From an optimization exercise on the open Yosys and OpenROAD flow, aimed at small area, a short achievable clock period and few clock cycles per item; shortcuts taken in it are not production practice.
The RTL was checked by simulation tests, not by an equivalence proof against the original design.
No activity file was given, so power comes from the tool's default toggle rates.

$ cat flow/config.mk
export PLATFORM = sky130hd
export DESIGN_NAME = rv64m_mul_sequencer
export DESIGN_NICKNAME = rv64m_mul_sequencer
export VERILOG_FILES = /design/flow/design.v
export SDC_FILE = /design/flow/constraint.sdc
export NUM_CORES = 4
export LEC_CHECK = 0
export CAP_MARGIN = 20
export CORE_MARGIN = 10
export CORE_UTILIZATION = 40
export SLEW_MARGIN = 20
$ cat flow/constraint.sdc
create_clock -name core_clock -period 11.0 [get_ports {clk}]
set_input_delay 2.2000 -clock core_clock [delete_from_list [all_inputs] [get_ports {clk}]]
set_output_delay 2.2000 -clock core_clock [all_outputs]
set_load 0.01 [all_outputs]
$ cat flow/design.v
module rv64m_mul_sequencer #(
  parameter int XLEN           = 64,
  parameter int BITS_PER_CYCLE = 2
) (
  input  logic                clk,
  input  logic                rst_n,
  input  logic                flush,
  input  logic                in_valid,
  output logic                in_ready,
  input  logic [1:0]          in_op,
  input  logic                in_word,
  input  logic [XLEN-1:0]     in_rs1,
  input  logic [XLEN-1:0]     in_rs2,
  output logic                out_valid,
  input  logic                out_ready,
  output logic [XLEN-1:0]     out_result,
  output logic [2*XLEN-1:0]   out_product,
  output logic                busy
);
  localparam int N     = XLEN / BITS_PER_CYCLE;
  localparam int CNT_W = $clog2(N + 1);
  localparam int SH_W  = $clog2(2 * XLEN);
  typedef enum logic [1:0] {
    IDLE = 2'd0,
    CALC = 2'd1,
    FIX  = 2'd2,
    DONE = 2'd3
  } state_t;
  localparam logic [1:0] OP_MUL    = 2'b00;
  localparam logic [1:0] OP_MULH   = 2'b01;
  localparam logic [1:0] OP_MULHSU = 2'b10;
  state_t             state;
  logic [CNT_W-1:0]   counter;
  logic [XLEN-1:0]    mag_a;
  logic [XLEN-1:0]    mplier;
  logic [2*XLEN-1:0]  acc;
  logic               neg;
  logic [1:0]         op;
  logic               word;
  assign in_ready = rst_n && !flush && (state == IDLE);
  assign busy     = rst_n && (state != IDLE);
  logic [XLEN-1:0] opnd_a, opnd_b;
  logic            a_signed, b_signed;
  logic            sign_a, sign_b;
  always_comb begin
    opnd_a   = in_rs1;
    opnd_b   = in_rs2;
    a_signed = (in_op == OP_MULH) || (in_op == OP_MULHSU);
    b_signed = (in_op == OP_MULH);
    if (in_word) begin
      opnd_a   = {{(XLEN-32){in_rs1[31]}}, in_rs1[31:0]};
      opnd_b   = {{(XLEN-32){in_rs2[31]}}, in_rs2[31:0]};
      a_signed = 1'b0;
      b_signed = 1'b0;
    end
    sign_a = a_signed && opnd_a[XLEN-1];
    sign_b = b_signed && opnd_b[XLEN-1];
  end
  logic [XLEN-1:0] abs_a, abs_b;
  assign abs_a = sign_a ? (~opnd_a + 1'b1) : opnd_a;
  assign abs_b = sign_b ? (~opnd_b + 1'b1) : opnd_b;
  logic [2*XLEN-1:0] digit_ext;
  logic [2*XLEN-1:0] partial;
  logic [2*XLEN-1:0] addend;
  logic [SH_W-1:0]   shamt;
  assign digit_ext = {{(2*XLEN-BITS_PER_CYCLE){1'b0}}, mplier[BITS_PER_CYCLE-1:0]};
  assign partial   = {{XLEN{1'b0}}, mag_a} * digit_ext;
  assign shamt     = SH_W'(counter) * SH_W'(BITS_PER_CYCLE);
  assign addend    = partial << shamt;
  logic [2*XLEN-1:0] fixed;
  logic [XLEN-1:0]   result_sel;
  assign fixed = neg ? (~acc + 1'b1) : acc;
  always_comb begin
    result_sel = fixed[2*XLEN-1:XLEN];
    if (word) begin
      result_sel = {{(XLEN-32){fixed[31]}}, fixed[31:0]};
    end else if (op == OP_MUL) begin
      result_sel = fixed[XLEN-1:0];
    end
  end
  always_ff @(posedge clk) begin
    if (!rst_n) begin
      state       <= IDLE;
      counter     <= '0;
      out_valid   <= 1'b0;
      out_result  <= '0;
      out_product <= '0;
    end else if (flush) begin
      state     <= IDLE;
      counter   <= '0;
      out_valid <= 1'b0;
    end else begin
      case (state)
        IDLE: begin
          if (in_valid) begin
            mag_a   <= abs_a;
            mplier  <= abs_b;
            neg     <= sign_a ^ sign_b;
            op      <= in_word ? OP_MUL : in_op;
            word    <= in_word;
            acc     <= '0;
            counter <= '0;
            state   <= CALC;
          end
        end
        CALC: begin
          if (counter == CNT_W'(N)) begin
            state <= FIX;
          end else begin
            acc     <= acc + addend;
            mplier  <= mplier >> BITS_PER_CYCLE;
            counter <= counter + 1'b1;
          end
        end
        FIX: begin
          out_product <= fixed;
          out_result  <= result_sel;
          out_valid   <= 1'b1;
          state       <= DONE;
        end
        DONE: begin
          if (out_ready) begin
            out_valid <= 1'b0;
            counter   <= '0;
            state     <= IDLE;
          end
        end
        default: state <= IDLE;
      endcase
    end
  end
endmodule
$ cat flow/run.sh
#!/bin/bash
# synth_recipe.tcl (not shown) runs the flow's synth.tcl, then flattens the netlist and writes it again
# the make line also repeats each setting of config.mk as NAME=value (left out here)
make -C /OpenROAD-flow-scripts/flow DESIGN_CONFIG=/design/flow/config.mk WORK_HOME=/design/flow/orfs CLKGATE_MAP_FILE= SYNTH_SCRIPT=/design/flow/synth_recipe.tcl finish
==> run summary <==
[placed cells by master, fill, tap and decap left out, types with 52 or more instances in the layout]
cell,netlist,routed
sky130_fd_sc_hd__a21o_1,124,124
sky130_fd_sc_hd__a21oi_1,441,441
sky130_fd_sc_hd__and2_1,275,274
sky130_fd_sc_hd__buf_4,0,65
sky130_fd_sc_hd__clkbuf_16,0,57
sky130_fd_sc_hd__clkdlybuf4s50_1,0,328
sky130_fd_sc_hd__dfxtp_1,201,197
sky130_fd_sc_hd__edfxtp_1,260,260
sky130_fd_sc_hd__ha_1,200,199
sky130_fd_sc_hd__inv_1,98,96
sky130_fd_sc_hd__mux2i_1,85,84
sky130_fd_sc_hd__nand2_1,601,601
sky130_fd_sc_hd__nand3_1,83,83
sky130_fd_sc_hd__nand4_1,86,86
sky130_fd_sc_hd__nor2_1,459,456
sky130_fd_sc_hd__nor3_1,106,106
sky130_fd_sc_hd__o211a_1,95,95
sky130_fd_sc_hd__o211ai_1,63,63
sky130_fd_sc_hd__o21ai_0,417,416
sky130_fd_sc_hd__o21bai_1,52,52
sky130_fd_sc_hd__o31ai_1,75,75
sky130_fd_sc_hd__xnor2_1,206,206
sky130_fd_sc_hd__xor2_1,196,196
[stage by stage]
stage | power, mW | hold slack [ps]
final | 5.15 | 461
after CTS | 5.16 | 462
after floorplan | 2.78 | 478
after detailed placement | 3.21 | 453
after global routing | 5.36 | 487
after global placement | 3.20 | 445
[worst paths after layout]
path / start / to / slack, ps / depth (start not counted)
setup reg to reg: mplier[1] / acc[126] / 1150 / 28
hold reg to reg: out_result[3] / out_result[3] / 460 / 2
setup / recovery: mplier[1] / acc[126] / 1150 / 28
hold / removal: out_result[3] / out_result[3] / 460 / 2
[critical path, delay by kind of cell (launching register included)]
family / cells / cell delay [ps]
muxes: 2 / 1040
AOI/OAI and AO/OA: 12 / 4230
DFF: 1 / 330
and+or+nand+nor: 8 / 2370
xor gates and xnor gates: 1 / 190
adders and majority gates: 3 / 1040
buffers and inverters: 2 / 450
[registers in the layout, summed over array words and instances, names as in the netlist, 2 cells and up]
register and count:
op 2, counter 6, mag_a 64, acc 128, state 2, out_result 64, mplier 64, out_product 128
[logic make-up after synthesis]
logic type,share of synthesized area (%)
and+or+nand+nor,22.9
xor gates and xnor gates,8.28
muxes,4.70
DFF,27.8
AOI/OAI and AO/OA,26.3
adders and majority gates,5.98
buffers and inverters,4.05
[power groups by stage]
stage	clock [mW]	sequential [mW]	combinational [mW]
finish	1.94	1.95	1.26
global placement	0	1.98	1.22
floorplan	0	1.96	0.814
detailed placement	0	1.98	1.23
global route	2.04	1.95	1.36
CTS	1.98	1.94	1.23
[per-layer routing]
| layer | GRT usage, % | up-vias |
|---|---|---|
| li1 | - | 20000 |
| met1 | 34.4 | 20200 |
| met2 | 42.2 | 1750 |
| met3 | 4.98 | 355 |
| met4 | 13.0 | 2 |
| met5 | 0 | - |
[cell type report]
type / instances / area (sq um) / area share (%)
Clock inverter: 24 / 302 / 0.619
Tap cell: 1391 / 1740 / 3.57
Clock buffer: 78 / 1620 / 3.33
Timing Repair Buffer: 395 / 3780 / 7.77
Inverter: 100 / 375 / 0.771
Sequential cell: 461 / 11800 / 24.3
Multi-Input combinational cell: 4447 / 29000 / 59.6
==> summary.md <==
| Metric | Value |
|---|---|
| Status | `timing/DRC/antenna clean` |
| Crit-path most repeated cell | `sky130_fd_sc_hd__a211oi_1` |
| Crit path max fanout | `65` |
| Total of endpoints with negative setup slack in the final report | `0` |
| Aggregate global-route resource usage | `a little over a quarter` |
| Overall routed net length | `168 mm` |
| Clock Latency Late Sink | `~710 ps` |
| Slew at the pin closest to its max-slew limit | `1250 ps` |
| Final antenna diode count | `0` |
| Endpoint arrival time on the critical path | `between 10000 and 15000 ps` |
| Layout overhead on the synthesized area | `14.5%` |
| Worst setup timing slack at the placement stage | `approximately 1400 ps` |
| Hold violation total from the final report | `0` |
| Post-CTS Setup Bufs | `0` |
| Largest net degree at the start of global routing | `110` |
| Fin worst setup slack | `1150 ps` |
| Share of flip-flops with an asynchronous set or reset after synthesis | `0%` |
| Clock tree from TritonCTS | `done` |
| Max VDD drop | `approximately 0.12 mV` |
| Clock Pin Slew Worst Setup and Hold Paths | `around 60 ps` |
| Count leader, synth | `sky130_fd_sc_hd__nand2_1` |
| Most area-consuming cells after synthesis | `sky130_fd_sc_hd__edfxtp_1 18%, sky130_fd_sc_hd__dfxtp_1 9.5%, sky130_fd_sc_hd__ha_1 5.9%` |
| Setup repair after global routing missed its margin | `false` |
| Rows | `roughly 120` |
| WL/cell | `between 20 and 25 um` |
| Req. time, crit path | `11540 ps` |
| Power spent charging and discharging nets | `roughly 1.7 mW` |
| Vias in the first global route | `about 40k` |
| GR Overflow Total | `0` |
| Routed via count | `42.3k` |
| Path type of the worst min-delay path | `flip-flop to flip-flop` |
| Met2 routed WL | `around 74 mm` |
| Die Height | `~350 um` |
| Number of buffers inserted for hold repair after clock tree synthesis | `0` |
| Count of synthesis-stage warnings from yosys | `1` |
| Final GP Congestion | `1.05` |
| Fraction of final layout cells sized beyond drive strength 1 | `under 10%` |
| Count of max-cap constraint violations | `0` |
| Via/cell ratio | `about 6.1` |
| Post-Synthesis Cells | `5367` |
| Final standard cell area without fillers | `roughly 49000 sq um` |
| Clock tree root driver cell | `sky130_fd_sc_hd__clkbuf_16` |
| Synthesized Nets | `roughly 5.7k` |
| Met3 WL | `~12 mm` |
| HPWL after detailed placement | `133 mm` |
| Mean instance size in the synthesized netlist | `~7.9 sq um` |
| Die W | `about 350 um` |
| Sort of element at the end of the critical path | `flip-flop` |
| IO Pins | `between 300 and 400` |
| Post-Place Cells | `6793` |
| H-Tree Depth | `2` |
| Max-slew violation count | `0` |
| Leakage | `19.2 nW` |
| CTS sink cnt | `~460` |
| Count of distinct cell types in the synthesized netlist | `92` |
| Most frequent cells after synthesis | `601 x sky130_fd_sc_hd__nand2_1, 459 x sky130_fd_sc_hd__nor2_1, 441 x sky130_fd_sc_hd__a21oi_1, 417 x sky130_fd_sc_hd__o21ai_0, 336 x sky130_fd_sc_hd__clkbuf_1` |
| Type of element launching the critical path | `flip-flop` |
| Initial cell density of the core | `40.3%` |
| Post-synthesis sequential area ratio | `about 28%` |
| Relative slew slack | `about 16%` |
| Global-route wire length before repair | `around 250 mm` |
| Syn Std Cell Area | `42500 sq um` |
| Final routed DRC violation total | `0` |
| Filler Cells Inserted | `10.5k` |
| Placed standard-cell area | `approximately 47000 sq um` |
| Cell accounting for the most synthesized area | `sky130_fd_sc_hd__edfxtp_1` |
| ANT nets after route | `0` |
| Number of antenna violations at the first check in global routing | `1` |
| Post-Route M1 WL | `a little over 70 mm` |
| Number of synthesized register bits | `roughly 460` |
| Category of the critical setup timing path | `flip-flop to flip-flop` |
| Clock Power Share | `a little under two fifths` |
| Internal power | `3.48 mW` |
| Logic gate share of total power | `between 20% and 30%` |
| Post-CTS resize count | `0` |
| First-pass iteration count of the detailed router | `6` |
| Utilization of the core after routing | `a little under half` |
| Non-Filler Instances | `6896` |
| Layout Skew | `between 50 and 60 ps` |
| Top layer used by detailed routing | `met5` |
| Total clock buffers created by CTS | `55` |
| Clock tree buffer depth | `3` |
| Net count of the finished layout | `roughly 5.8k` |
| I/O Buffers | `between 300 and 400` |
| Worst path slowest cell | `sky130_fd_sc_hd__or4b_2` |
| Number of synthesized flops with an enable pin | `260` |
| Iteration-0 DRC Markers | `4196` |
| Sw Ratio | `32.4%` |
| Highest cell delay on the worst timing path | `roughly 650 ps` |
| Final clock period utilization by the worst path | `between 80% and 90%` |
| Power density relative to cell area | `~110 nW/um^2` |
| Accumulated negative setup slack | `0 ps` |
| Maximum operating frequency | `102 MHz` |
| Die ar. | `between 100000 and 150000 sq um` |
| Post-synth top area share | `18.4%` |
| Minimum clock period | `roughly 10000 ps` |
| Sequential share of power | `a little under two fifths` |
| Area of the core region | `~110000 sq um` |
| Top_reg_cell synth | `sky130_fd_sc_hd__edfxtp_1` |
Testbench counts, summed over its fixed seeds: cycles 115,200, items 3,200.

==> afterwards: timing with drivers on the ports <==
How much do the figures lean on ideal ports? The routed layout below was timed once more, with nothing changed but the port constraints. Step 1: set_driving_cell puts a clkbuf_16 on clk and a buf_2 on each other input, an assumption about the parent block. Step 2 adds t to the input delays and takes it off the output delays; t is the mean of the earliest and latest rising clock arrival at the registers after step 1. Input paths then give back, and output paths get back, about the clock's delay inside the block. Three values: ideal, step 1, step 2; two values: the first two.
shift t [ns]: 0.766
setup WS [ns]: 1.153 / 1.153 / 1.153
worst setup path at the end: register to register
After both steps setup and hold are still met in this run. For this run, drivers alone change the setup slack by 0.000 ns; drivers and shift together by 0.000 ns.
